Source: an optimization exercise on an open RTL-to-GDS flow (aim: small area). Production flows keep margins and buffers that such runs may drop.
Function was checked by simulation only, so behaviour that the tests miss may differ from the original.
Power figures rest on the tool's default switching activity, not on a simulated workload.

**flow/run.sh**
```bash
#!/bin/bash
# synth_recipe.tcl (not shown) runs the flow's synth.tcl, then flattens the netlist and writes it again
# the make line also repeats each setting of config.mk as NAME=value (left out here)
make -C /OpenROAD-flow-scripts/flow DESIGN_CONFIG=/design/flow/config.mk WORK_HOME=/design/flow/orfs CLKGATE_MAP_FILE= SYNTH_SCRIPT=/design/flow/synth_recipe.tcl finish
```
**flow/constraint.sdc**
```tcl
create_clock -name core_clock -period 5.0 [get_ports {clk}]
set_input_delay 1.0000 -clock core_clock [delete_from_list [all_inputs] [get_ports {clk}]]
set_output_delay 1.0000 -clock core_clock [all_outputs]
set_load 0.01 [all_outputs]
```
**flow/config.mk**
```make
export PLATFORM = sky130hd
export DESIGN_NAME = data_mem_responder
export DESIGN_NICKNAME = data_mem_responder
export VERILOG_FILES = /design/flow/design.v
export SDC_FILE = /design/flow/constraint.sdc
export NUM_CORES = 4
export LEC_CHECK = 0
export CAP_MARGIN = 20
export CORE_MARGIN = 2
export CORE_UTILIZATION = 40
export SLEW_MARGIN = 20
```
**flow/design.v**
```verilog
`default_nettype none
package data_mem_pkg;
  localparam int LAT_W  = 4;
  localparam int WORD_W = 32;
  typedef enum logic [1:0] {
    IDLE = 2'd0,
    WAIT = 2'd1,
    RESP = 2'd2
  } state_e;
  function automatic logic addr_err(input logic [31:0] addr, input logic [31:0] depth);
    addr_err = (addr[1:0] != 2'b00) || ({2'b00, addr[31:2]} >= depth);
  endfunction
endpackage
`default_nettype wire
`default_nettype none
module resp_word_ram #(
  parameter int DEPTH_WORDS = 64,
  parameter int WORD_W      = 32,
  parameter int AW          = 6
) (
  input  logic              clk_i,
  input  logic              clr_ni,
  input  logic              we_i,
  input  logic [AW-1:0]     addr_i,
  input  logic [WORD_W-1:0] wdata_i,
  output logic [WORD_W-1:0] rdata_o
);
  logic [WORD_W-1:0] mem_q [DEPTH_WORDS];
  always_ff @(posedge clk_i or negedge clr_ni) begin
    if (!clr_ni) begin
      for (int i = 0; i < DEPTH_WORDS; i++) begin
        mem_q[i] <= '0;
      end
    end else if (we_i) begin
      mem_q[addr_i] <= wdata_i;
    end
  end
  assign rdata_o = (32'(addr_i) < 32'(DEPTH_WORDS)) ? mem_q[addr_i] : '0;
endmodule
`default_nettype wire
`default_nettype none
import data_mem_pkg::*;
module data_mem_responder #(
  parameter int DEPTH_WORDS = 64,
  parameter int LATENCY     = 2      
) (
  input  logic        clk,
  input  logic        rst,
  input  logic        req_valid,
  output logic        req_ready,
  input  logic        req_write,
  input  logic [31:0] req_addr,
  input  logic [31:0] req_wdata,
  output logic        resp_valid,
  input  logic        resp_ready,
  output logic [31:0] resp_rdata,
  output logic        resp_err
);
  localparam int AW = (DEPTH_WORDS > 1) ? $clog2(DEPTH_WORDS) : 1;
  data_mem_pkg::state_e state_q;
  logic [LAT_W-1:0]   cnt_q;
  logic               write_q;
  logic [31:0]        addr_q;
  logic [WORD_W-1:0]  wdata_q;
  logic [WORD_W-1:0]  rdata_q;
  logic               err_q;
  logic               acc_err;
  logic               op_fire;
  logic               ram_we;
  logic [WORD_W-1:0]  ram_rdata;
  assign acc_err = (addr_q[1:0] != 2'b00) || ({2'b00, addr_q[31:2]} >= 32'(DEPTH_WORDS));
  assign op_fire = (state_q == WAIT) && (cnt_q == '0);
  assign ram_we  = op_fire && write_q && !acc_err;
  resp_word_ram #(
    .DEPTH_WORDS (DEPTH_WORDS),
    .WORD_W      (WORD_W),
    .AW          (AW)
  ) u_ram (
    .clk_i   (clk),
    .clr_ni  (rst),
    .we_i    (ram_we),
    .addr_i  (addr_q[AW+1:2]),
    .wdata_i (wdata_q),
    .rdata_o (ram_rdata)
  );
  always_ff @(posedge clk or negedge rst) begin
    if (!rst) begin
      state_q <= IDLE;
      cnt_q   <= '0;
      write_q <= 1'b0;
      addr_q  <= '0;
      wdata_q <= '0;
      rdata_q <= '0;
      err_q   <= 1'b0;
    end else begin
      case (state_q)
        IDLE: begin
          if (req_valid) begin
            write_q <= req_write;
            addr_q  <= req_addr;
            wdata_q <= req_wdata;
            cnt_q   <= LAT_W'(LATENCY);
            state_q <= WAIT;
          end
        end
        WAIT: begin
          if (cnt_q != '0) begin
            cnt_q <= cnt_q - LAT_W'(1);
          end else begin
            err_q   <= acc_err;
            rdata_q <= (acc_err || write_q) ? '0 : ram_rdata;
            state_q <= RESP;
          end
        end
        RESP: begin
          if (resp_ready) begin
            rdata_q <= '0;
            err_q   <= 1'b0;
            state_q <= IDLE;
          end
        end
        default: begin
          state_q <= IDLE;
        end
      endcase
    end
  end
  assign req_ready  = (state_q == IDLE);
  assign resp_valid = (state_q == RESP);
  assign resp_rdata = rdata_q;
  assign resp_err   = err_q;
endmodule
`default_nettype wire
```
==> impl_metrics.toml <==
[status]
run_status = "finished clean"

[sta]
timing.final.max_slew_violations = 0
setup_violations = 0
fin_worst_skew_ps = 45.9
rsz0062_at_grt = "no"
maxClockFrequency_mhz = 235
max-slew-margin-rel = 0.156
timing.final.crit_share = 0.852
tightestPinTransition_ps = 1270
min_period_ps = 4260
finalHoldViolations = 0
setup-tns-final_ps = 0

[clock_network]
cts.repair.resized = 0
clk-insertion-delay-late_ps = 920
clock-sinks = 2152
cts_max_level = 4
clock_tree_from_tritoncts = "done"
cts_setup_buffers = 0
cts_buffer_depth = 3
cts_root_buf = "clkbuf_16"
cts.clk_slew.worst_paths_ps = 60
tritoncts.num_buffers = 224

[global_routing]
global_route.overflow_total = 0
grt_max_degree = 174
first_global_vias = 66600
globalRouteTotalUtil = 0.350
grt_first_pass_wirelength_um = 570000
antenna_found_initial = 37

[synthesis]
syn-mean-instance-area_um2 = 13.7
synthesis.yosys.warnings = 3
register_bit_count_reported_by_yosys = 2152
yosys_most_used_dff = "dfrtp_1"
yosys.cell_types.count = 64
synth_enable_flop_cells = 0
synth_async_sr_flop_share = 1.00
syn-num-nets = 6870
synth.yosys.seq_area_share = 0.578
mappedNetlistArea_um2 = 93100
synthesis.instances = 6799

[cells_and_area]
area_growth_syn_to_layout_pct = 14.7
layout_cells_sized_above_1 = 0.420
finalNetCount = 6848
stdcell_area_um2 = 107000

[floorplan]
floorplan.core_area_um2 = 232000
die_h_um = 487
placementRows = 177
chipWidth_um = 487
fp.dieArea_um2 = 237000
io-pin-count = 104
initial_core_util = 0.401

[setup_path]
cp-start-kind = "flip-flop"
crit_fanout = 32
crit_type = "flip-flop to flip-flop"
worst_setup_path_end_kind = "flip-flop"
cp_data_arrival_time_ps = 5030
critical_path_required_ps = 5770

[detailed_routing]
post_drt_via_cell_ratio = 6.86
avgRoutedWirePerCell_um = 42.1
detailedRoute.firstPassIterationCount = 9
final_antenna_net_count = 0
post-route-drc-count = 0
drt-total-wl_um = 422000
vias = 68900
detail_route.iter0.violations = 10600

[place]
routabilityCongestion = 0.946
post_dp_cell_area_um2 = 99100
place_hpwl_um = 243000
place.port_buffers = 103

[power_and_ir_drop]
power.density_nw_per_um2 = 408
post-layout-total-power_uw = 43600
worst_ir_drop_vdd_mv = 0.446
total_leakage_power_uw = 0.0532

[run]
cap_violations = 0

[min_path]
hold_path.class = "flip-flop to flip-flop"
## timing repair
item,4_1_cts,5_1_grt
hold endpoints to repair,14,0
endpoints found under the setup margin,0,0
hold buffers,1,0
## synthesized netlist by cell type (all sizes together) (3+ instances only)
library cell,count,area [um2]
nor2,76,318
nand3,63,315
nand2,195,739
a22oi,781,5860
o21ai,39,195
and2,8,50.1
nor2b,7,46.3
inv,4,15.0
nor3,41,225
a22o,70,613
or4,3,22.5
a222oi,6,60.1
or4b,4,40.0
o32ai,3,26.3
dfrtp,2152,53900
nor4,57,357
mux2i,21,210
nand2b,7,43.8
nand4,147,920
nand4bb,5,56.3
a2111oi,37,380
a2bb2oi,4,35.0
a21oi,43,215
a221oi,28,245
nor3b,7,52.6
and4b,5,50.1
nand4b,4,41.3
and3,109,692
clkbuf,352,1320
mux2,2122,23900
buf,322,1540
nor4b,4,47.6
a32oi,42,368
and4,7,61.3
or2,3,18.8
## metrics by stage
| step | utilization | worst slack (ps) | hold WS, ps | instances |
|---|---|---|---|---|
| after floorplan | - | 2580 | 456 | 6799 |
| after global placement | 0.426 | 839 | 467 | 9584 |
| after detailed placement | 0.427 | 1020 | 478 | 9589 |
| after CTS | 0.460 | 1050 | 492 | 10000 |
| after global routing | 0.460 | 851 | 500 | 10000 |
| final | 0.460 | 739 | 491 | 10000 |
## area by class of cell
class / count / area (um2)
tap: 3043 / 3810
clock inverter: 55 / 672
antenna: 26 / 65.1
clock buffer: 361 / 6910
multi-input combinational: 3969 / 37300
sequential: 2152 / 53900
fill: 20500 / 125000
timing repair buffer: 426 / 4130
inverter: 4 / 15.0
## per-layer routing
layer	wire, um	global-route usage	share of wire
met1	158000	0.455	0.38
met2	177000	0.498	0.42
met3	55300	0.121	0.13
met4	31000	0.219	0.074
met5	333	0.00388	0.00079
## cells by family after synthesis
kind of cell             count (synthesis)  share of synthesized area
AO/OA/AOI/OAI                         1066                     0.0871
XOR/XNOR                                 2                   0.000188
adder cells (fa/ha/maj)                  2                   0.000269
buffers and inverters                  678                     0.0309
flip-flops                            2152                      0.578
multiplexers                          2143                      0.259
AND/OR/NAND/NOR                        756                     0.0445
## cells in the final DEF, fill, tap and decap left out, types with 39 or more instances in the layout
| cell | n |
|---|---|
| dfrtp_1 | 2116 |
| mux2_2 | 2050 |
| a22oi_1 | 780 |
| buf_4 | 271 |
| clkbuf_16 | 226 |
| nand4_1 | 147 |
| nand2_1 | 132 |
| and3_1 | 107 |
| clkdlybuf4s50_1 | 102 |
| clkbuf_8 | 75 |
| mux2_1 | 72 |
| a22o_1 | 70 |
| nand3_1 | 61 |
| clkbuf_1 | 60 |
| nor4_1 | 56 |
| nor2_4 | 52 |
| buf_12 | 49 |
| a21oi_1 | 43 |
| a32oi_1 | 42 |
| nand2_4 | 40 |
| o21ai_0 | 39 |
## path summary, 6_finish.rpt
| path | to | slack (ps) | depth (start not counted) | from |
|---|---|---|---|---|
| worst max-delay path | u_ram.mem_q[26][11] | 740 | 4 | addr_q[6] |
| worst min-delay path | err_q | 490 | 2 | err_q |
| worst max register to register | u_ram.mem_q[26][11] | 740 | 4 | addr_q[6] |
| worst min register to register | err_q | 490 | 2 | err_q |
| max in group asynchronous | wdata_q[4] | 2590 | 4 | rst |
| min in group asynchronous | u_ram.mem_q[23][17] | 650 | 2 | rst |
## sequential cells by signal (all words and copies together) (netlist names)
name,flops
addr_q,32
write_q,1
wdata_q,32
u_ram.mem_q,2048
cnt_q,4
err_q,1
state_q,2
rdata_q,32
## critical path, stage by stage (launching register included)
cell and delay (ps):
dfrtp_1 1040, nand4bb_1 610, nor2_4 1000, nand2_4 820, mux2_1 580
## where the power goes
| part | switching (uW) | leakage, uW | total [uW] | internal (uW) |
|---|---|---|---|---|
| combinational | 5580 | 0.0196 | 6910 | 1330 |
| clock | 7400 | 0.00375 | 17300 | 9860 |
| sequential | 1680 | 0.0299 | 19400 | 17700 |
| total | 14700 | 0.0532 | 43600 | 28900 |

[afterwards: timing with drivers on the ports]
The results above use ideal ports. As a check the final layout listed here was re-extracted and re-timed, cells and wires unchanged. Step 1, drivers: a clkbuf_16 drives clk and a buf_2 each remaining input, both assumed. Step 2 adds t to the input delays and takes it off the output delays; t is the mean of the earliest and latest rising clock arrival at the registers after step 1. Input paths then give back, and output paths get back, about the clock's delay inside the block. a / b / c = ideal / step 1 / step 2; a / b = the first two.
t (ns): 0.990
slack for setup (ns): 0.739 / 0.739 / 0.739
worst setup path at the end: register to register
After both steps setup and hold are still met in this run. For this run, drivers alone change the setup slack by 0.000 ns; drivers and shift together by 0.000 ns.
